What follows belongs to an exercise in optimizing a design on an open flow for small area, a short achievable clock period and few clock cycles per item; a production flow would make more cautious choices.
No functional check of the RTL was part of any run shown here.

## flow/design.v (module list and top-level ports; edited modules follow where they fit)
// module julia_render: 2632 lines
module julia_render #(
    parameter int H_PIXELS = 64,
    parameter int V_PIXELS = 48,
    parameter int MAX_ITER = 255,
    parameter int FRAC     = 14
) (
    input  logic               clock,
    input  logic               reset,
    input  logic               valid,
    input  logic signed [17:0] c_real,
    input  logic signed [17:0] c_comp,
    input  logic signed [17:0] x,
    input  logic signed [17:0] y,
    input  logic signed [17:0] scale,
    output logic [18:0]        wr_addr,
    output logic [7:0]         wr_data,
    output logic               wr_en,
    input  logic               wr_ready,
    output logic               busy,
    output logic               done
);
  // ...
==> flow/run.sh <==
#!/bin/bash
# synth_recipe.tcl (not shown) runs the flow's synth.tcl, then flattens the netlist and writes it again
# the make line also repeats each setting of config.mk as NAME=value (left out here)
make -C /OpenROAD-flow-scripts/flow DESIGN_CONFIG=/design/flow/config.mk WORK_HOME=/design/flow/orfs CLKGATE_MAP_FILE= SYNTH_SCRIPT=/design/flow/synth_recipe.tcl finish
==> flow/config.mk <==
export PLATFORM = sky130hd
export DESIGN_NAME = julia_render
export DESIGN_NICKNAME = julia_render
export VERILOG_FILES = /design/flow/design.v
export SDC_FILE = /design/flow/constraint.sdc
export NUM_CORES = 4
export LEC_CHECK = 0
export CAP_MARGIN = 20
export CORE_MARGIN = 2
export CORE_UTILIZATION = 40
export SLEW_MARGIN = 20
==> flow/constraint.sdc <==
create_clock -name core_clock -period 12.0 [get_ports {clock}]
set_input_delay 2.4000 -clock core_clock [delete_from_list [all_inputs] [get_ports {clock}]]
set_output_delay 2.4000 -clock core_clock [all_outputs]
set_load 0.01 [all_outputs]
==> results.txt, run 1 <==
drt first-iter violations roughly 1.4k; post-CTS setup buffer count 0; number of synthesized flops with an enable pin 110; ys async rst share 0.0248; Worst path depth 14; Synth Area in XOR/XNOR 0.0665; worst skew pair latency ~0.65 ns; HPWL after detailed placement between 60000 and 70000 um; num ports 124; clk sinks 484; Core Area about 84000 um^2; Post-Synthesis Cells between 3k and 4k; vias in the first global route 22.9k; Worst Tran Pin Value around 1.1 ns; flops & latches, synth 484; met2 Use GR 0.311; Hold Crit Start s1i_q[10]; status timing/DRC/antenna clean; Commonest cells post-synth inv_1 (575), fa_1 (414), dfxtp_1 (362); Critical-path top delay cell ha_1; Initial Util 0.403; Final Non-Filler Cells 4462; multi-input logic area 20200 um^2; Final clock-cell share 0.0524; H-tree Lvls 2; grt met3 use 0.0352; worst-path cell chain buf_4 > mux2i_4 > buf_4 > inv_1 > ha_1 > a22oi_1 > xnor2_1 > fa_1 > inv_1 > fa_1 > inv_1 > fa_1 > inv_1 > fa_1; Non-CTS inverters 584; largest net degree at the start of global routing 74; crit start category flip-flop; placed cells 4359; Die Area about 87000 um^2
==> inputs of run 2 (changes only) <==
--- a/flow/design.v
+++ b/flow/design.v
@@ -17,45 +17,54 @@
     output logic               wr_en,
     input  logic               wr_ready,
     output logic               busy,
     output logic               done
 );
     logic [17:0] cr_q, ci_q, scale_q;
     logic [17:0] gr_q, gi_q;
     logic [5:0]  gcol_q, grow_q;
-    logic        gdir_q, gdone_q;
-    logic        v0_q, f0_q;
+    logic        gdir_q, gdone_q, lq_q;
+    logic [17:0] gsr, gsi, ger, gei;
+    logic [5:0]  gscol, gsrow, gecol, gerow;
+    logic        gsdir, gedir;
+    always_comb begin
+        gsr   = gr_q;
+        gsi   = gi_q;
+        gsrow = grow_q;
+        gsdir = gdir_q;
+        gscol = gcol_q + 6'd1;
+        if (gcol_q == 6'd63) begin
+            gsi   = gi_q + scale_q;
+            gsrow = grow_q + 6'd1;
+            gsdir = !gdir_q;
+        end else begin
+            gsr   = gr_q + (scale_q ^ {18{gdir_q}}) + {17'd0, gdir_q};
+        end
+    end
+    assign ger   = lq_q ? gsr : gr_q;
+    assign gei   = lq_q ? gsi : gi_q;
+    assign gecol = lq_q ? gscol : gcol_q;
+    assign gerow = lq_q ? gsrow : grow_q;
+    assign gedir = lq_q ? gsdir : gdir_q;
+    logic        v0_q, p0_q;
     logic [17:0] zr_q, zi_q, s0r_q, s0i_q;
     logic [7:0]  it0_q;
     logic [11:0] a0_q;
     logic        v1_q, p1_q, in1_q, per1_q, cap1_q;
     logic [17:0] s1r_q, s1i_q;
     logic [7:0]  it1_q;
     logic [11:0] a1_q;
-    logic [30:0] ya_q, yb_q;
     logic        ov_q, kv_q;
     logic [11:0] oa_q, ka_q;
     logic [7:0]  od_q, kd_q;
-    logic        valid_q, busy_q, done_q;
-    logic        emit, load, act;
-    logic [17:0] zr, zi;
-    logic [7:0]  it;
-    logic [11:0] ad;
-    logic        emit_q, load_q;
-    assign emit = emit_q;
-    assign load = load_q;
-    assign act  = load || v0_q;
-    assign zr   = load ? gr_q : zr_q;
-    assign zi   = load ? gi_q : zi_q;
-    assign it   = load ? 8'd0 : it0_q;
-    assign ad   = load ? {grow_q, gcol_q ^ {6{gdir_q}}} : a0_q;
+    logic        valid_q, busy_q, run_q, done_q;
     logic [15:0] dr, di;
-    assign dr = zr[15:0];
-    assign di = zi[15:0];
+    assign dr = zr_q[15:0];
+    assign di = zi_q[15:0];
     wire t_1;
     wire t_2;
     assign t_1 = (dr[0] & dr[11]) ^ (dr[1] & dr[10]);
     assign t_2 = (dr[0] & dr[11]) & (dr[1] & dr[10]);
     wire t_3;
     wire t_4;
     assign t_3 = (dr[0] & dr[12]) ^ (dr[1] & dr[11]);
     assign t_4 = (dr[0] & dr[12]) & (dr[1] & dr[11]);
@@ -1422,140 +1431,16 @@
     wire t_597;
     wire t_598;
     assign t_597 = ~bop6[15] ^ bop7[13];
     assign t_598 = ~bop6[15] & bop7[13];
     wire t_599;
     wire t_600;
     assign t_599 = ~bop6[16] ^ bop7[14];
     assign t_600 = ~bop6[16] & bop7[14];
-    wire t_601;
-    wire t_602;
-    assign t_601 = bop0[2] ^ bop1[0];
-    assign t_602 = bop0[2] & bop1[0];
-    wire t_603;
-    wire t_604;
-    assign t_603 = bop0[3] ^ bop1[1];
-    assign t_604 = bop0[3] & bop1[1];
-    wire t_605;
-    wire t_606;
-    assign t_605 = bop2[0] ^ bon2 ^ t_551;
-    assign t_606 = (bop2[0] & bon2) | (t_551 & (bop2[0] ^ bon2));
-    wire t_607;
-    wire t_608;
-    assign t_607 = bop2[1] ^ t_552 ^ t_553;
-    assign t_608 = (bop2[1] & t_552) | (t_553 & (bop2[1] ^ t_552));
-    wire t_609;
-    wire t_610;
-    assign t_609 = t_554 ^ t_475 ^ t_555;
-    assign t_610 = (t_554 & t_475) | (t_555 & (t_554 ^ t_475));
-    wire t_611;
-    wire t_612;
-    assign t_611 = t_477 ^ t_556 ^ t_557;
-    assign t_612 = (t_477 & t_556) | (t_557 & (t_477 ^ t_556));
-    wire t_613;
-    wire t_614;
-    assign t_613 = t_479 ^ t_558 ^ t_559;
-    assign t_614 = (t_479 & t_558) | (t_559 & (t_479 ^ t_558));
-    wire t_615;
-    wire t_616;
-    assign t_615 = t_483 ^ t_560 ^ t_561;
-    assign t_616 = (t_483 & t_560) | (t_561 & (t_483 ^ t_560));
-    wire t_617;
-    wire t_618;
-    assign t_617 = t_489 ^ t_562 ^ t_563;
-    assign t_618 = (t_489 & t_562) | (t_563 & (t_489 ^ t_562));
-    wire t_619;
-    wire t_620;
-    assign t_619 = t_493 ^ t_564 ^ t_565;
-    assign t_620 = (t_493 & t_564) | (t_565 & (t_493 ^ t_564));
-    wire t_621;
-    wire t_622;
-    assign t_621 = t_497 ^ t_566 ^ t_567;
-    assign t_622 = (t_497 & t_566) | (t_567 & (t_497 ^ t_566));
-    wire t_623;
-    wire t_624;
-    assign t_623 = t_501 ^ t_568 ^ t_569;
-    assign t_624 = (t_501 & t_568) | (t_569 & (t_501 ^ t_568));
-    wire t_625;
-    wire t_626;
-    assign t_625 = t_505 ^ t_570 ^ t_571;
-    assign t_626 = (t_505 & t_570) | (t_571 & (t_505 ^ t_570));
-    wire t_627;
-    wire t_628;
-    assign t_627 = t_509 ^ t_572 ^ t_573;
-    assign t_628 = (t_509 & t_572) | (t_573 & (t_509 ^ t_572));
-    wire t_629;
-    wire t_630;
-    assign t_629 = t_513 ^ t_574 ^ t_575;
-    assign t_630 = (t_513 & t_574) | (t_575 & (t_513 ^ t_574));
-    wire t_631;
-    wire t_632;
-    assign t_631 = t_517 ^ t_576 ^ t_577;
-    assign t_632 = (t_517 & t_576) | (t_577 & (t_517 ^ t_576));
-    wire t_633;
-    wire t_634;
-    assign t_633 = t_521 ^ t_578 ^ t_579;
-    assign t_634 = (t_521 & t_578) | (t_579 & (t_521 ^ t_578));
-    wire t_635;
-    wire t_636;
-    assign t_635 = t_525 ^ t_580 ^ t_581;
-    assign t_636 = (t_525 & t_580) | (t_581 & (t_525 ^ t_580));
-    wire t_637;
-    wire t_638;
-    assign t_637 = t_529 ^ t_582 ^ t_583;
-    assign t_638 = (t_529 & t_582) | (t_583 & (t_529 ^ t_582));
-    wire t_639;
-    wire t_640;
-    assign t_639 = t_533 ^ t_584 ^ t_585;
-    assign t_640 = (t_533 & t_584) | (t_585 & (t_533 ^ t_584));
-    wire t_641;
-    wire t_642;
-    assign t_641 = t_534 ^ t_587 ^ t_586;
-    assign t_642 = (t_534 & t_587) | (t_586 & (t_534 ^ t_587));
-    wire t_643;
-    wire t_644;
-    assign t_643 = t_538 ^ t_589 ^ t_588;
-    assign t_644 = (t_538 & t_589) | (t_588 & (t_538 ^ t_589));
-    wire t_645;
-    wire t_646;
-    assign t_645 = t_543 ^ t_590 ^ t_591;
-    assign t_646 = (t_543 & t_590) | (t_591 & (t_543 ^ t_590));
-    wire t_647;
-    wire t_648;
-    assign t_647 = t_544 ^ t_593 ^ t_592;
-    assign t_648 = (t_544 & t_593) | (t_592 & (t_544 ^ t_593));
-    wire t_649;
-    wire t_650;
-    assign t_649 = t_549 ^ t_594 ^ t_595;
-    assign t_650 = (t_549 & t_594) | (t_595 & (t_549 ^ t_594));
-    wire t_651;
-    wire t_652;
-    assign t_651 = t_597 ^ t_550 ^ t_596;
-    assign t_652 = (t_597 & t_550) | (t_596 & (t_597 ^ t_550));
-    wire t_653;
-    wire t_654;
-    assign t_653 = bop6[15] ^ t_598 ^ t_599;
-    assign t_654 = (bop6[15] & t_598) | (t_599 & (bop6[15] ^ t_598));
-    wire t_655;
-    wire t_656;
-    assign t_655 = ~bop7[15] ^ t_600;
-    assign t_656 = ~bop7[15] & t_600;
-    wire t_657;
-    wire t_658;
-    assign t_657 = ~bop7[16] ^ bop7[15];
-    assign t_658 = ~bop7[16] & bop7[15];
-    wire [30:0] ya, yb;
-    assign ya = {t_657, t_655, t_653, t_650, t_649, t_646, t_645, t_643, t_640, t_638, t_636, t_634, t_632, t_630, t_628, t_626, t_624, t_622, t_620, t_618, t_616, t_614, t_612, t_610, t_608, t_606, t_604, t_602, bon1, bop0[1], bon0};
-    assign yb = {t_656, t_654, t_652, t_651, t_648, t_647, t_644, t_642, t_641, t_639, t_637, t_635, t_633, t_631, t_629, t_627, t_625, t_623, t_621, t_619, t_617, t_615, t_613, t_611, t_609, t_607, t_605, t_603, t_601, 1'b0, bop0[0]};
-    logic inr, ini, per, cap;
-    assign inr = (zr[17:15] == 3'b000) || (zr[17:15] == 3'b111) || (zr == 18'h08000);
-    assign ini = (zi[17:15] == 3'b000) || (zi[17:15] == 3'b111) || (zi == 18'h08000);
-    assign per = (it != 8'h00) && (zr == s0r_q) && (zi == s0i_q);
-    assign cap = (it == 8'hff);
     logic rs0_0_q;
     logic rs2_0_q;
     logic rs2_1_q;
     logic rs3_0_q;
     logic rs4_0_q;
     logic rs4_1_q;
     logic rs5_0_q;
     logic rs5_1_q;
@@ -1664,16 +1549,103 @@
     logic is27_1_q;
     logic is28_0_q;
     logic is28_1_q;
     logic is29_0_q;
     logic is29_1_q;
     logic is30_0_q;
     logic is30_1_q;
     logic is31_1_q;
+    logic ps0_0_q;
+    logic ps0_1_q;
+    logic ps1_0_q;
+    logic ps2_0_q;
+    logic ps2_1_q;
+    logic ps2_2_q;
+    logic ps3_0_q;
+    logic ps3_1_q;
+    logic ps4_0_q;
+    logic ps4_1_q;
+    logic ps4_2_q;
+    logic ps5_0_q;
+    logic ps5_1_q;
+    logic ps5_2_q;
+    logic ps6_0_q;
+    logic ps6_1_q;
+    logic ps6_2_q;
+    logic ps7_0_q;
+    logic ps7_1_q;
+    logic ps7_2_q;
+    logic ps8_0_q;
+    logic ps8_1_q;
+    logic ps8_2_q;
+    logic ps9_0_q;
+    logic ps9_1_q;
+    logic ps9_2_q;
+    logic ps10_0_q;
+    logic ps10_1_q;
+    logic ps10_2_q;
+    logic ps11_0_q;
+    logic ps11_1_q;
+    logic ps11_2_q;
+    logic ps12_0_q;
+    logic ps12_1_q;
+    logic ps12_2_q;
+    logic ps13_0_q;
+    logic ps13_1_q;
+    logic ps13_2_q;
+    logic ps14_0_q;
+    logic ps14_1_q;
+    logic ps14_2_q;
+    logic ps15_0_q;
+    logic ps15_1_q;
+    logic ps15_2_q;
+    logic ps16_0_q;
+    logic ps16_1_q;
+    logic ps16_2_q;
+    logic ps17_0_q;
+    logic ps17_1_q;
+    logic ps17_2_q;
+    logic ps18_0_q;
+    logic ps18_1_q;
+    logic ps18_2_q;
+    logic ps19_0_q;
+    logic ps19_1_q;
+    logic ps19_2_q;
+    logic ps20_0_q;
+    logic ps20_1_q;
+    logic ps20_2_q;
+    logic ps21_0_q;
+    logic ps21_1_q;
+    logic ps21_2_q;
+    logic ps22_0_q;
+    logic ps22_1_q;
+    logic ps22_2_q;
+    logic ps23_0_q;
+    logic ps23_1_q;
+    logic ps23_2_q;
+    logic ps24_0_q;
+    logic ps24_1_q;
+    logic ps24_2_q;
+    logic ps25_0_q;
+    logic ps25_1_q;
+    logic ps25_2_q;
+    logic ps26_0_q;
+    logic ps26_1_q;
+    logic ps26_2_q;
+    logic ps27_0_q;
+    logic ps27_1_q;
+    logic ps27_2_q;
+    logic ps28_0_q;
+    logic ps28_1_q;
+    logic ps28_2_q;
+    logic ps29_0_q;
+    logic ps29_1_q;
+    logic ps30_0_q;
+    logic ps30_1_q;
     always_ff @(posedge clock) begin
         rs0_0_q <= dr[0];
         rs2_0_q <= (dr[0] & dr[1]);
         rs2_1_q <= dr[1];
         rs3_0_q <= (dr[0] & dr[2]);
         rs4_0_q <= dr[2];
         rs4_1_q <= t_157;
         rs5_0_q <= t_158;
@@ -1783,28 +1755,121 @@
         is27_1_q <= t_413;
         is28_0_q <= t_415;
         is28_1_q <= t_414;
         is29_0_q <= t_417;
         is29_1_q <= t_416;
         is30_0_q <= t_419;
         is30_1_q <= t_418;
         is31_1_q <= t_420;
+        ps0_0_q <= bon0;
+        ps0_1_q <= bop0[0];
+        ps1_0_q <= bop0[1];
+        ps2_0_q <= bon1;
+        ps2_1_q <= bop0[2];
+        ps2_2_q <= bop1[0];
+        ps3_0_q <= bop0[3];
+        ps3_1_q <= bop1[1];
+        ps4_0_q <= bon2;
+        ps4_1_q <= bop2[0];
+        ps4_2_q <= t_551;
+        ps5_0_q <= bop2[1];
+        ps5_1_q <= t_552;
+        ps5_2_q <= t_553;
+        ps6_0_q <= t_475;
+        ps6_1_q <= t_554;
+        ps6_2_q <= t_555;
+        ps7_0_q <= t_477;
+        ps7_1_q <= t_556;
+        ps7_2_q <= t_557;
+        ps8_0_q <= t_479;
+        ps8_1_q <= t_558;
+        ps8_2_q <= t_559;
+        ps9_0_q <= t_483;
+        ps9_1_q <= t_560;
+        ps9_2_q <= t_561;
+        ps10_0_q <= t_489;
+        ps10_1_q <= t_562;
+        ps10_2_q <= t_563;
+        ps11_0_q <= t_493;
+        ps11_1_q <= t_564;
+        ps11_2_q <= t_565;
+        ps12_0_q <= t_497;
+        ps12_1_q <= t_566;
+        ps12_2_q <= t_567;
+        ps13_0_q <= t_501;
+        ps13_1_q <= t_568;
+        ps13_2_q <= t_569;
+        ps14_0_q <= t_505;
+        ps14_1_q <= t_570;
+        ps14_2_q <= t_571;
+        ps15_0_q <= t_509;
+        ps15_1_q <= t_572;
+        ps15_2_q <= t_573;
+        ps16_0_q <= t_513;
+        ps16_1_q <= t_574;
+        ps16_2_q <= t_575;
+        ps17_0_q <= t_517;
+        ps17_1_q <= t_576;
+        ps17_2_q <= t_577;
+        ps18_0_q <= t_521;
+        ps18_1_q <= t_578;
+        ps18_2_q <= t_579;
+        ps19_0_q <= t_525;
+        ps19_1_q <= t_580;
+        ps19_2_q <= t_581;
+        ps20_0_q <= t_529;
+        ps20_1_q <= t_582;
+        ps20_2_q <= t_583;
+        ps21_0_q <= t_533;
+        ps21_1_q <= t_584;
+        ps21_2_q <= t_585;
+        ps22_0_q <= t_534;
+        ps22_1_q <= t_587;
+        ps22_2_q <= t_586;
+        ps23_0_q <= t_538;
+        ps23_1_q <= t_589;
+        ps23_2_q <= t_588;
+        ps24_0_q <= t_543;
+        ps24_1_q <= t_590;
+        ps24_2_q <= t_591;
+        ps25_0_q <= t_544;
+        ps25_1_q <= t_593;
+        ps25_2_q <= t_592;
+        ps26_0_q <= t_549;
+        ps26_1_q <= t_594;
+        ps26_2_q <= t_595;
+        ps27_0_q <= t_550;
+        ps27_1_q <= t_597;
+        ps27_2_q <= t_596;
+        ps28_0_q <= bop6[15];
+        ps28_1_q <= t_598;
+        ps28_2_q <= t_599;
+        ps29_0_q <= ~bop7[15];
+        ps29_1_q <= t_600;
+        ps30_0_q <= bop7[15];
+        ps30_1_q <= ~bop7[16];
     end
+    localparam logic [63:0] MUL3 = 64'b1001001001001001001001001001001001001001001001001001001001001001;
+    logic save;
+    assign save = (it0_q[1:0] == 2'd0) && MUL3[it0_q[7:2]];
+    logic inr, ini, per, cap;
+    assign inr = (zr_q[17:15] == 3'b000) || (zr_q[17:15] == 3'b111) || (zr_q == 18'h08000);
+    assign ini = (zi_q[17:15] == 3'b000) || (zi_q[17:15] == 3'b111) || (zi_q == 18'h08000);
+    assign per = (it0_q != 8'h00) && (zr_q == s0r_q) && (zi_q == s0i_q);
+    assign cap = (it0_q == 8'hff);
     always_ff @(posedge clock) begin
-        ya_q   <= ya;
-        yb_q   <= yb;
         in1_q  <= inr && ini;
         per1_q <= per;
         cap1_q <= cap;
-        it1_q  <= it;
-        a1_q   <= ad;
-        if (it[3:0] == 4'd0) begin
-            s1r_q <= zr;
-            s1i_q <= zi;
+        it1_q  <= it0_q;
+        a1_q   <= a0_q;
+        if (save) begin
+            s1r_q <= zr_q;
+            s1i_q <= zi_q;
         end else begin
             s1r_q <= s0r_q;
             s1i_q <= s0i_q;
         end
         s0r_q <= s1r_q;
         s0i_q <= s1i_q;
     end
     wire u_1;
@@ -2520,113 +2585,312 @@
     assign u_354 = (u_233 & u_292) | (u_293 & (u_233 ^ u_292));
     wire u_355;
     wire u_356;
     assign u_355 = u_234 ^ u_295 ^ u_294;
     assign u_356 = (u_234 & u_295) | (u_294 & (u_234 ^ u_295));
     wire [31:0] ea, eb;
     assign ea = {u_354, u_352, u_350, u_348, u_346, u_344, u_342, u_340, u_338, u_336, u_334, u_332, u_330, u_328, u_326, u_324, u_322, u_320, u_318, u_316, u_314, u_312, u_310, u_308, u_306, u_304, u_302, u_300, u_298, u_179, ~rs0_0_q, is0_0_q};
     assign eb = {u_355, u_353, u_351, u_349, u_347, u_345, u_343, u_341, u_339, u_337, u_335, u_333, u_331, u_329, u_327, u_325, u_323, u_321, u_319, u_317, u_315, u_313, u_311, u_309, u_307, u_305, u_303, u_301, u_299, u_297, 1'b0, ~rs0_0_q};
-    logic [31:0] xs, es;
+    wire u_357;
+    wire u_358;
+    assign u_357 = ps13_0_q ^ ps13_1_q;
+    assign u_358 = ps13_0_q & ps13_1_q;
+    wire u_359;
+    wire u_360;
+    assign u_359 = ps14_0_q ^ ps14_1_q ^ ps14_2_q;
+    assign u_360 = (ps14_0_q & ps14_1_q) | (ps14_2_q & (ps14_0_q ^ ps14_1_q));
+    wire u_361;
+    wire u_362;
+    assign u_361 = ps15_0_q ^ ps15_1_q ^ ps15_2_q;
+    assign u_362 = (ps15_0_q & ps15_1_q) | (ps15_2_q & (ps15_0_q ^ ps15_1_q));
+    wire u_363;
+    wire u_364;
+    assign u_363 = ps16_0_q ^ ps16_1_q ^ ps16_2_q;
+    assign u_364 = (ps16_0_q & ps16_1_q) | (ps16_2_q & (ps16_0_q ^ ps16_1_q));
+    wire u_365;
+    wire u_366;
+    assign u_365 = ps17_0_q ^ ps17_1_q ^ ps17_2_q;
+    assign u_366 = (ps17_0_q & ps17_1_q) | (ps17_2_q & (ps17_0_q ^ ps17_1_q));
+    wire u_367;
+    wire u_368;
+    assign u_367 = ps18_0_q ^ ps18_1_q ^ ps18_2_q;
+    assign u_368 = (ps18_0_q & ps18_1_q) | (ps18_2_q & (ps18_0_q ^ ps18_1_q));
+    wire u_369;
+    wire u_370;
+    assign u_369 = ps19_0_q ^ ps19_1_q ^ ps19_2_q;
+    assign u_370 = (ps19_0_q & ps19_1_q) | (ps19_2_q & (ps19_0_q ^ ps19_1_q));
+    wire u_371;
+    wire u_372;
+    assign u_371 = ps20_0_q ^ ps20_1_q ^ ps20_2_q;
+    assign u_372 = (ps20_0_q & ps20_1_q) | (ps20_2_q & (ps20_0_q ^ ps20_1_q));
+    wire u_373;
+    wire u_374;
+    assign u_373 = ps21_0_q ^ ps21_1_q ^ ps21_2_q;
+    assign u_374 = (ps21_0_q & ps21_1_q) | (ps21_2_q & (ps21_0_q ^ ps21_1_q));
+    wire u_375;
+    wire u_376;
+    assign u_375 = ps22_0_q ^ ps22_1_q ^ ps22_2_q;
+    assign u_376 = (ps22_0_q & ps22_1_q) | (ps22_2_q & (ps22_0_q ^ ps22_1_q));
+    wire u_377;
+    wire u_378;
+    assign u_377 = ps23_0_q ^ ps23_1_q ^ ps23_2_q;
+    assign u_378 = (ps23_0_q & ps23_1_q) | (ps23_2_q & (ps23_0_q ^ ps23_1_q));
+    wire u_379;
+    wire u_380;
+    assign u_379 = ps24_0_q ^ ps24_1_q ^ ps24_2_q;
+    assign u_380 = (ps24_0_q & ps24_1_q) | (ps24_2_q & (ps24_0_q ^ ps24_1_q));
+    wire u_381;
+    wire u_382;
+    assign u_381 = ps25_0_q ^ ps25_1_q ^ ps25_2_q;
+    assign u_382 = (ps25_0_q & ps25_1_q) | (ps25_2_q & (ps25_0_q ^ ps25_1_q));
+    wire u_383;
+    wire u_384;
+    assign u_383 = ps26_0_q ^ ps26_1_q ^ ps26_2_q;
+    assign u_384 = (ps26_0_q & ps26_1_q) | (ps26_2_q & (ps26_0_q ^ ps26_1_q));
+    wire u_385;
+    wire u_386;
+    assign u_385 = ps27_0_q ^ ps27_1_q ^ ps27_2_q;
+    assign u_386 = (ps27_0_q & ps27_1_q) | (ps27_2_q & (ps27_0_q ^ ps27_1_q));
+    wire u_387;
+    wire u_388;
+    assign u_387 = ps28_0_q ^ ps28_1_q ^ ps28_2_q;
+    assign u_388 = (ps28_0_q & ps28_1_q) | (ps28_2_q & (ps28_0_q ^ ps28_1_q));
+    wire u_389;
+    wire u_390;
+    assign u_389 = ps29_0_q ^ ps29_1_q;
+    assign u_390 = ps29_0_q & ps29_1_q;
+    wire u_391;
+    wire u_392;
+    assign u_391 = ps30_0_q ^ ps30_1_q;
+    assign u_392 = ps30_0_q & ps30_1_q;
+    wire u_393;
+    wire u_394;
+    assign u_393 = ps2_0_q ^ ps2_1_q;
+    assign u_394 = ps2_0_q & ps2_1_q;
+    wire u_395;
+    wire u_396;
+    assign u_395 = ps3_0_q ^ ps3_1_q;
+    assign u_396 = ps3_0_q & ps3_1_q;
+    wire u_397;
+    wire u_398;
+    assign u_397 = ps4_0_q ^ ps4_1_q ^ ps4_2_q;
+    assign u_398 = (ps4_0_q & ps4_1_q) | (ps4_2_q & (ps4_0_q ^ ps4_1_q));
+    wire u_399;
+    wire u_400;
+    assign u_399 = ps5_0_q ^ ps5_1_q ^ ps5_2_q;
+    assign u_400 = (ps5_0_q & ps5_1_q) | (ps5_2_q & (ps5_0_q ^ ps5_1_q));
+    wire u_401;
+    wire u_402;
+    assign u_401 = ps6_0_q ^ ps6_1_q ^ ps6_2_q;
+    assign u_402 = (ps6_0_q & ps6_1_q) | (ps6_2_q & (ps6_0_q ^ ps6_1_q));
+    wire u_403;
+    wire u_404;
+    assign u_403 = ps7_0_q ^ ps7_1_q ^ ps7_2_q;
+    assign u_404 = (ps7_0_q & ps7_1_q) | (ps7_2_q & (ps7_0_q ^ ps7_1_q));
+    wire u_405;
+    wire u_406;
+    assign u_405 = ps8_0_q ^ ps8_1_q ^ ps8_2_q;
+    assign u_406 = (ps8_0_q & ps8_1_q) | (ps8_2_q & (ps8_0_q ^ ps8_1_q));
+    wire u_407;
+    wire u_408;
+    assign u_407 = ps9_0_q ^ ps9_1_q ^ ps9_2_q;
+    assign u_408 = (ps9_0_q & ps9_1_q) | (ps9_2_q & (ps9_0_q ^ ps9_1_q));
+    wire u_409;
+    wire u_410;
+    assign u_409 = ps10_0_q ^ ps10_1_q ^ ps10_2_q;
+    assign u_410 = (ps10_0_q & ps10_1_q) | (ps10_2_q & (ps10_0_q ^ ps10_1_q));
+    wire u_411;
+    wire u_412;
+    assign u_411 = ps11_0_q ^ ps11_1_q ^ ps11_2_q;
+    assign u_412 = (ps11_0_q & ps11_1_q) | (ps11_2_q & (ps11_0_q ^ ps11_1_q));
+    wire u_413;
+    wire u_414;
+    assign u_413 = ps12_0_q ^ ps12_1_q ^ ps12_2_q;
+    assign u_414 = (ps12_0_q & ps12_1_q) | (ps12_2_q & (ps12_0_q ^ ps12_1_q));
+    wire u_415;
+    wire u_416;
+    assign u_415 = ps13_2_q ^ ci_q[0] ^ u_357;
+    assign u_416 = (ps13_2_q & ci_q[0]) | (u_357 & (ps13_2_q ^ ci_q[0]));
+    wire u_417;
+    wire u_418;
+    assign u_417 = ci_q[1] ^ u_358 ^ u_359;
+    assign u_418 = (ci_q[1] & u_358) | (u_359 & (ci_q[1] ^ u_358));
+    wire u_419;
+    wire u_420;
+    assign u_419 = ci_q[2] ^ u_360 ^ u_361;
+    assign u_420 = (ci_q[2] & u_360) | (u_361 & (ci_q[2] ^ u_360));
+    wire u_421;
+    wire u_422;
+    assign u_421 = ci_q[3] ^ u_362 ^ u_363;
+    assign u_422 = (ci_q[3] & u_362) | (u_363 & (ci_q[3] ^ u_362));
+    wire u_423;
+    wire u_424;
+    assign u_423 = ci_q[4] ^ u_364 ^ u_365;
+    assign u_424 = (ci_q[4] & u_364) | (u_365 & (ci_q[4] ^ u_364));
+    wire u_425;
+    wire u_426;
+    assign u_425 = ci_q[5] ^ u_366 ^ u_367;
+    assign u_426 = (ci_q[5] & u_366) | (u_367 & (ci_q[5] ^ u_366));
+    wire u_427;
+    wire u_428;
+    assign u_427 = ci_q[6] ^ u_368 ^ u_369;
+    assign u_428 = (ci_q[6] & u_368) | (u_369 & (ci_q[6] ^ u_368));
+    wire u_429;
+    wire u_430;
+    assign u_429 = ci_q[7] ^ u_370 ^ u_371;
+    assign u_430 = (ci_q[7] & u_370) | (u_371 & (ci_q[7] ^ u_370));
+    wire u_431;
+    wire u_432;
+    assign u_431 = ci_q[8] ^ u_372 ^ u_373;
+    assign u_432 = (ci_q[8] & u_372) | (u_373 & (ci_q[8] ^ u_372));
+    wire u_433;
+    wire u_434;
+    assign u_433 = ci_q[9] ^ u_374 ^ u_375;
+    assign u_434 = (ci_q[9] & u_374) | (u_375 & (ci_q[9] ^ u_374));
+    wire u_435;
+    wire u_436;
+    assign u_435 = ci_q[10] ^ u_376 ^ u_377;
+    assign u_436 = (ci_q[10] & u_376) | (u_377 & (ci_q[10] ^ u_376));
+    wire u_437;
+    wire u_438;
+    assign u_437 = ci_q[11] ^ u_378 ^ u_379;
+    assign u_438 = (ci_q[11] & u_378) | (u_379 & (ci_q[11] ^ u_378));
+    wire u_439;
+    wire u_440;
+    assign u_439 = ci_q[12] ^ u_380 ^ u_381;
+    assign u_440 = (ci_q[12] & u_380) | (u_381 & (ci_q[12] ^ u_380));
+    wire u_441;
+    wire u_442;
+    assign u_441 = ci_q[13] ^ u_382 ^ u_383;
+    assign u_442 = (ci_q[13] & u_382) | (u_383 & (ci_q[13] ^ u_382));
+    wire u_443;
+    wire u_444;
+    assign u_443 = ci_q[14] ^ u_384 ^ u_385;
+    assign u_444 = (ci_q[14] & u_384) | (u_385 & (ci_q[14] ^ u_384));
+    wire u_445;
+    wire u_446;
+    assign u_445 = ci_q[15] ^ u_386 ^ u_387;
+    assign u_446 = (ci_q[15] & u_386) | (u_387 & (ci_q[15] ^ u_386));
+    wire u_447;
+    wire u_448;
+    assign u_447 = ci_q[16] ^ u_389 ^ u_388;
+    assign u_448 = (ci_q[16] & u_389) | (u_388 & (ci_q[16] ^ u_389));
+    wire u_449;
+    wire u_450;
+    assign u_449 = ci_q[17] ^ u_390 ^ u_391;
+    assign u_450 = (ci_q[17] & u_390) | (u_391 & (ci_q[17] ^ u_390));
+    wire [30:0] ya, yb;
+    assign ya = {u_449, u_446, u_444, u_442, u_440, u_438, u_436, u_434, u_432, u_430, u_428, u_426, u_424, u_422, u_420, u_418, u_416, u_414, u_412, u_410, u_408, u_406, u_404, u_402, u_400, u_398, u_396, u_394, ps2_2_q, ps1_0_q, ps0_0_q};
+    assign yb = {u_448, u_447, u_445, u_443, u_441, u_439, u_437, u_435, u_433, u_431, u_429, u_427, u_425, u_423, u_421, u_419, u_417, u_415, u_413, u_411, u_409, u_407, u_405, u_403, u_401, u_399, u_397, u_395, u_393, 1'b0, ps0_1_q};
+    logic [17:0] zr_new, zi_new;
+    logic [31:0] xs;
     logic [30:0] ys;
-    logic        escape, fin;
+    logic [31:0] es;
+    logic        escape, fin, can_emit, emit, load;
+    logic [7:0]  count;
     assign xs     = xa + xb;
+    assign zr_new = xs[31:14];
+    assign ys     = ya + yb;
+    assign zi_new = ys[30:13];
     assign es     = ea + eb;
-    assign ys     = ya_q + yb_q + {ci_q, 13'd0};
     assign escape = !in1_q || !es[31];
-    assign fin    = v1_q && (escape || cap1_q || per1_q);
-    logic start, finish, free, f0n, v0n, kvn, gdonen;
-    assign start  = valid && !valid_q && !busy_q;
-    assign f0n    = fin || p1_q;
-    assign v0n    = v1_q && !fin;
-    assign kvn    = free ? (kv_q && emit) : (kv_q || emit);
-    assign gdonen = gdone_q || (load && gcol_q == 6'd63 && grow_q == 6'd47);
-    assign finish = gdone_q && !v0_q && !f0_q && !v1_q && !p1_q && !ov_q && !kv_q;
+    assign fin    = p1_q || (v1_q && (escape || cap1_q || per1_q));
+    assign count  = (v1_q && per1_q) ? 8'hff : it1_q;
+    assign can_emit = !kv_q;
+    assign emit     = run_q && fin && can_emit;
+    assign load     = run_q && !gdone_q && (emit || !(v1_q || p1_q));
+    logic start, finish;
+    assign start  = valid && !valid_q && !run_q;
+    assign finish = gdone_q && !v0_q && !p0_q && !v1_q && !p1_q && !ov_q && !kv_q;
+    logic free;
     assign free   = !ov_q || wr_ready;
     always_ff @(posedge clock or negedge reset) begin
         if (!reset) begin
             valid_q <= 1'b0;
             busy_q  <= 1'b0;
+            run_q   <= 1'b0;
             done_q  <= 1'b0;
             v0_q    <= 1'b0;
-            f0_q    <= 1'b0;
+            p0_q    <= 1'b0;
             v1_q    <= 1'b0;
             p1_q    <= 1'b0;
-            emit_q  <= 1'b0;
-            load_q  <= 1'b0;
             ov_q    <= 1'b0;
             kv_q    <= 1'b0;
             gdone_q <= 1'b0;
+            lq_q    <= 1'b0;
         end else begin
             valid_q <= valid;
+            busy_q  <= start || (run_q && !finish);
             if (start) begin
-                busy_q <= 1'b1;
+                run_q  <= 1'b1;
                 done_q <= 1'b0;
-            end else if (busy_q && finish) begin
-                busy_q <= 1'b0;
+            end else if (run_q && finish) begin
+                run_q  <= 1'b0;
                 done_q <= 1'b1;
             end
-            if (!busy_q) begin
+            if (!run_q) begin
                 v0_q    <= 1'b0;
-                f0_q    <= 1'b0;
+                p0_q    <= 1'b0;
                 v1_q    <= 1'b0;
                 p1_q    <= 1'b0;
-                emit_q  <= 1'b0;
-                load_q  <= 1'b0;
                 gdone_q <= 1'b0;
+                lq_q    <= 1'b0;
+            lq_q    <= 1'b0;
             end else begin
-                v1_q    <= act;
-                p1_q    <= f0_q && !emit;
-                v0_q    <= v0n;
-                f0_q    <= f0n;
-                emit_q  <= f0n && !kvn;
-                load_q  <= !gdonen && ((f0n && !kvn) || !(v0n || f0n));
-                gdone_q <= gdonen;
+                v1_q <= v0_q;
+                p1_q <= p0_q;
+                v0_q <= load || (v1_q && !fin);
+                p0_q <= fin && !can_emit;
+                lq_q <= load;
+                if (load && gecol == 6'd63 && gerow == 6'd47) gdone_q <= 1'b1;
             end
             if (free) begin
                 ov_q <= kv_q || emit;
                 kv_q <= kv_q && emit;
             end else if (emit) begin
                 kv_q <= 1'b1;
             end
         end
     end
     always_ff @(posedge clock) begin
-        if (!busy_q) begin
+        if (!run_q) begin
             cr_q    <= c_real;
             ci_q    <= c_comp;
             scale_q <= scale;
             gr_q    <= x;
             gi_q    <= y;
             gcol_q  <= '0;
             grow_q  <= '0;
             gdir_q  <= 1'b0;
-        end else if (load) begin
-            if (gcol_q == 6'd63) begin
-                gi_q   <= gi_q + scale_q;
-                grow_q <= grow_q + 6'd1;
-                gdir_q <= !gdir_q;
-            end else begin
-                gr_q   <= gr_q + (scale_q ^ {18{gdir_q}}) + {17'd0, gdir_q};
-            end
-            gcol_q <= gcol_q + 6'd1;
+        end else if (lq_q) begin
+            gr_q   <= gsr;
+            gi_q   <= gsi;
+            gcol_q <= gscol;
+            grow_q <= gsrow;
+            gdir_q <= gsdir;
+        end
+        if (load) begin
+            zr_q  <= ger;
+            zi_q  <= gei;
+            it0_q <= 8'd0;
+            a0_q  <= {gerow, gecol ^ {6{gedir}}};
+        end else begin
+            zr_q  <= zr_new;
+            zi_q  <= zi_new;
+            it0_q <= fin ? count : it1_q + 8'd1;
+            a0_q  <= a1_q;
         end
-        zr_q <= xs[31:14];
-        zi_q <= ys[30:13];
-        a0_q <= a1_q;
-        if (fin && per1_q) it0_q <= 8'hff;
-        else if (fin || p1_q) it0_q <= it1_q;
-        else it0_q <= it1_q + 8'd1;
         if (free) begin
-            oa_q <= kv_q ? ka_q : a0_q;
-            od_q <= kv_q ? kd_q : it0_q;
+            oa_q <= kv_q ? ka_q : a1_q;
+            od_q <= kv_q ? kd_q : count;
         end
         if (!kv_q) begin
-            ka_q <= a0_q;
-            kd_q <= it0_q;
+            ka_q <= a1_q;
+            kd_q <= count;
         end
     end
     assign wr_en   = ov_q;
     assign wr_addr = {7'd0, oa_q};
     assign wr_data = od_q;
     assign busy    = busy_q;
     assign done    = done_q;
 endmodule
==> flow/flow/run.sh (new file) <==
#!/bin/bash
set -euo pipefail
bash standard.sh SETUP_SLACK_MARGIN=8 finish > standard_make.log 2>&1
==> flow/standard.sh (new file) <==
#!/bin/bash
# synth_recipe.tcl (not shown) runs the flow's synth.tcl, then flattens the netlist and writes it again
# the make line also repeats each setting of config.mk as NAME=value (left out here)
make -C /OpenROAD-flow-scripts/flow DESIGN_CONFIG=/design/flow/config.mk WORK_HOME=/design/flow/orfs CLKGATE_MAP_FILE= SYNTH_SCRIPT=/design/flow/synth_recipe.tcl "${@:-finish}"
removed: flow/run.sh
==> results.txt, run 2 <==
pre-CTS setup slack 6.50 ns (was 5.99 ns); Initial Util 0.405 (was 0.403); HPWL after detailed placement 64700 um (was 62000 um); largest net degree at the start of global routing 80 (was 74); commonest cells after routing, fill and taps aside inv_1 (615), fa_1 (401), dfxtp_1 (394), ha_1 (236), xnor2_1 (180) (was inv_1 (574), fa_1 (414), dfxtp_1 (362), nor2_1 (276), ha_1 (253)); DRC violations left 0 (unchanged); vias in the first global route 24.2k (was 22.9k); Crit. End Element flip-flop (unchanged); Area contributors post-synth dfxtp_1 (24%), fa_1 (24%), ha_1 (8.9%) (was fa_1 (25%), dfxtp_1 (21%), edfxtp_1 (9.8%)); final setup violation count 0 (unchanged); Synth Area in XOR/XNOR 0.0685 (was 0.0665); Die X 298 um (was 294 um); Mapped Area 34700 um^2 (was 33700 um^2); clk sinks 510 (was 484); register area share after synthesis 0.318 (was 0.322); Commonest cells post-synth inv_1 (624), dfxtp_1 (424), fa_1 (408) (was inv_1 (575), fa_1 (414), dfxtp_1 (362)); Core Area 85500 um^2 (was 83600 um^2); post-synth cell types 73 (was 75); simple-gate share of the synthesized area 0.0868 (was 0.0784); most common cell after layout, fill and taps aside inv_1 (unchanged); Post-Synthesis Cells 3414 (was 3257); Fin Hold WS 0.321 ns (was 0.301 ns); most frequent cell after synthesis inv_1 (unchanged); WL final 92000 um (was 82700 um); Worst Tran Pin Value 0.982 ns (was 1.12 ns); Final ANT Viol Nets 0 (unchanged); via count 23.4k (was 22.3k); Slew headroom 0.345 (was 0.248); mux cell area share after synthesis 0.0251 (was 0.0331); status timing/DRC/antenna clean (unchanged); worst skew pair latency 0.67 ns (was 0.65 ns); Critical-path top delay cell fa_1 (was ha_1); Tot GR Track Use 0.207 (was 0.196); routability cong. 0.832 (was 0.867); final net count 4266 (was 4097); area leader, netlist dfxtp_1 (was fa_1); total gr overflow 0 (unchanged); FP Rows 107 (was 106); share of cells above drive strength 1 0.109 (was 0.0710); max_cap viols 0 (unchanged); CTS root buffer clkbuf_16 (unchanged); period utilization 0.370 (was 0.505); final slew viol count 0 (unchanged); Buffers & Inverters on Critical Path 6 (unchanged); number of synthesized flops with an enable pin 74 (was 110); worst min path class flip-flop to flip-flop (unchanged); CTS tree done (unchanged); Adder-Cell Fraction of Synth Area 0.324 (was 0.340); Compound-Gate Fraction of Synth Area 0.0895 (was 0.0767); leading register cell type out of synthesis dfxtp_1 (unchanged); share of the synthesized area in the top cell type 0.245 (was 0.246); Die Y 298 um (was 294 um); Buffers on Ports 116 (unchanged); Fin Setup TNS 0 ns (unchanged); largest family of logic cells by synthesized area adder cells (unchanged); crit path kind flip-flop to flip-flop (unchanged); Ant. Diodes 0 (unchanged); Hold Buf Count CTS 0 (unchanged); synthesis-to-finish area growth 16.4% (was 12.9%); RSZ-0062 raised after global routing true (was false); Die Area 89000 um^2 (was 86600 um^2); f_max 225 MHz (was 165 MHz); Num CTS Buffers 56 (was 55); crit start category flip-flop (unchanged); drt pass-1 iters 7 (was 5); arrival time worst endpoint 5.01 ns (was 6.55 ns); fill count 7881 (was 7873); Final Skew 0.0664 ns (was 0.0379 ns); first-pass GRT wire length 142000 um (was 130000 um); yosys warns 1 (unchanged); drt first-iter violations 1406 (was 1360); slowest stage delay, CP 0.49 ns (was 0.85 ns); H-tree Lvls 2 (unchanged); CP delay by family, top adder cells (unchanged); num ports 124 (unchanged); minimum clock period 4.44 ns (was 6.06 ns); initial antenna violation count 1 (was 0); Final Util 0.472 (was 0.455); DR vias/cell 4.98 (was 4.99); crit-path max FO 7 (was 40); ys async rst share 0.0235 (was 0.0248); clock-pin transition on the worst setup and hold timing paths 0.07 ns (was 0.06 ns); mean post-synth cell area 10.2 um^2 (was 10.3 um^2); Setup WS post-layout 7.56 ns (was 5.94 ns); Hold Fails Final Rpt 0 (unchanged); Worst EP required 12.56 ns (was 12.50 ns); worst-path cell chain inv_2 > fa_2 > fa_1 > inv_1 > fa_1 > inv_2 > ha_4 > nand4_1 > nor3_4 > a221oi_4 > a211oi_4 > o2bb2ai_4 > mux2i_4 > nor4_4 > buf_6 > buf_16 > buf_16 > mux2_4 (was buf_4 > mux2i_4 > buf_4 > inv_1 > ha_1 > a22oi_1 > xnor2_1 > fa_1 > inv_1 > fa_1 > inv_1 > fa_1 > inv_1 > fa_1); flops & latches, synth 510 (was 484); WL/cell 19.5 um (was 18.5 um); Longest Clk Path Bufs 3 (unchanged)
==> run 2: cell count changes after synthesis, moves of 13 or more <==
| cell | change |
|---|---|
| and2_1 | +110 |
| nor2_1 | -93 |
| dfxtp_1 | +62 |
| inv_1 | +49 |
| xor2_1 | +46 |
| o22ai_1 | -44 |
| a22oi_1 | +43 |
| a21oi_1 | +39 |
| clkbuf_1 | +39 |
| edfxtp_1 | -36 |
| xnor2_1 | -31 |
| o21ai_0 | -24 |
| mux2_2 | -13 |
==> run 2: worst paths after layout <==
path | startpoint | end | slack, ns | cells after the start
max in group asynchronous | reset | run_q | 9.46 | 1
min reg2reg | s1i_q[8] | s0i_q[8] | 0.32 | 0
min in group asynchronous | reset | lq_q | 2.11 | 1
min | s1i_q[8] | s0i_q[8] | 0.32 | 0
max | rs11_0_q | a0_q[8] | 7.56 | 18
max reg2reg | rs11_0_q | a0_q[8] | 7.56 | 18
==> run 2: layout make-up <==
class	instances	area, um^2	share of cell area
clock buffer	68	1530	0.0379
clock inverter	37	454	0.0113
inverter	631	2380	0.0589
multi-input combinational	2109	21300	0.529
sequential	510	11100	0.274
tap	1144	1430	0.0355
timing repair buffer	210	2160	0.0537
==> run 2: per-layer routing <==
layer,share of wire,GRT usage,vias up,wire [um]
met3,0.056,0.0306,115,5130
met2,0.45,0.325,638,41700
met1,0.47,0.298,11700,43200
met5,0,0,-,0
li1,-,-,11000,-
met4,0.022,0.0541,0,2010
==> run 2: timing repair <==
item | CTS | global route
pin swaps | 36 | 35
gates resized for setup | 82 | 98
cloned | 5 | 5
setup endpoints to repair | 72 | 74
buffers inserted | 29 | 8
==> run 2: kinds of logic (layout without fill, tap and decap cells) <==
group                    count (synthesis)  after routing
buffers and inverters                  802            946
adder cells (fa/ha/maj)                654            654
AND/OR/NAND/NOR                        617            617
flip-flops                             510            510
AO/OA/AOI/OAI                          478            479
XOR/XNOR                               271            271
multiplexers                            81             81
other                                    1              7
==> run 2: per-stage QoR <==
stage / cell area [um^2] / cells
2_1_floorplan: 34800 / 3420
3_3_place_gp: 37100 / 4557
3_5_place_dp: 37100 / 4557
4_1_cts: 39800 / 4696
5_1_grt: 40300 / 4709
6_report: 40300 / 4709

==> re-timing with driven ports <==
The flow's constraints put no driver on any port. The routed layouts listed below were extracted and timed again, unchanged, in two steps.
Step 1 (the two cells are an assumption about what drives the block):
set clk [get_ports {clock}]
set_driving_cell -lib_cell sky130_fd_sc_hd__clkbuf_16 $clk
set_driving_cell -lib_cell sky130_fd_sc_hd__buf_2 [delete_from_list [all_inputs] $clk]
Step 2 also shifts input and output timing later by t, the mid clock arrival at the registers, as if the neighbouring blocks saw the same clock.
a / b / c = no drivers / after step 1 / after step 2; a / b = the first two.
| run | t, ns | setup WS [ns] | hold WS [ns] | clock arrival spread, ns | slew at the worst register clock pin (ns) |
|---|---|---|---|---|---|
| run 1 | 0.694 | 5.942 / 5.942 / 5.942 | 0.301 / 0.301 / 0.301 | 0.040 / 0.040 | 0.07 / 0.07 |
| run 2 | 0.703 | 7.556 / 7.556 / 7.556 | 0.321 / 0.321 / 0.321 | 0.066 / 0.066 | 0.07 / 0.07 |
After both steps every run listed still meets setup and hold.
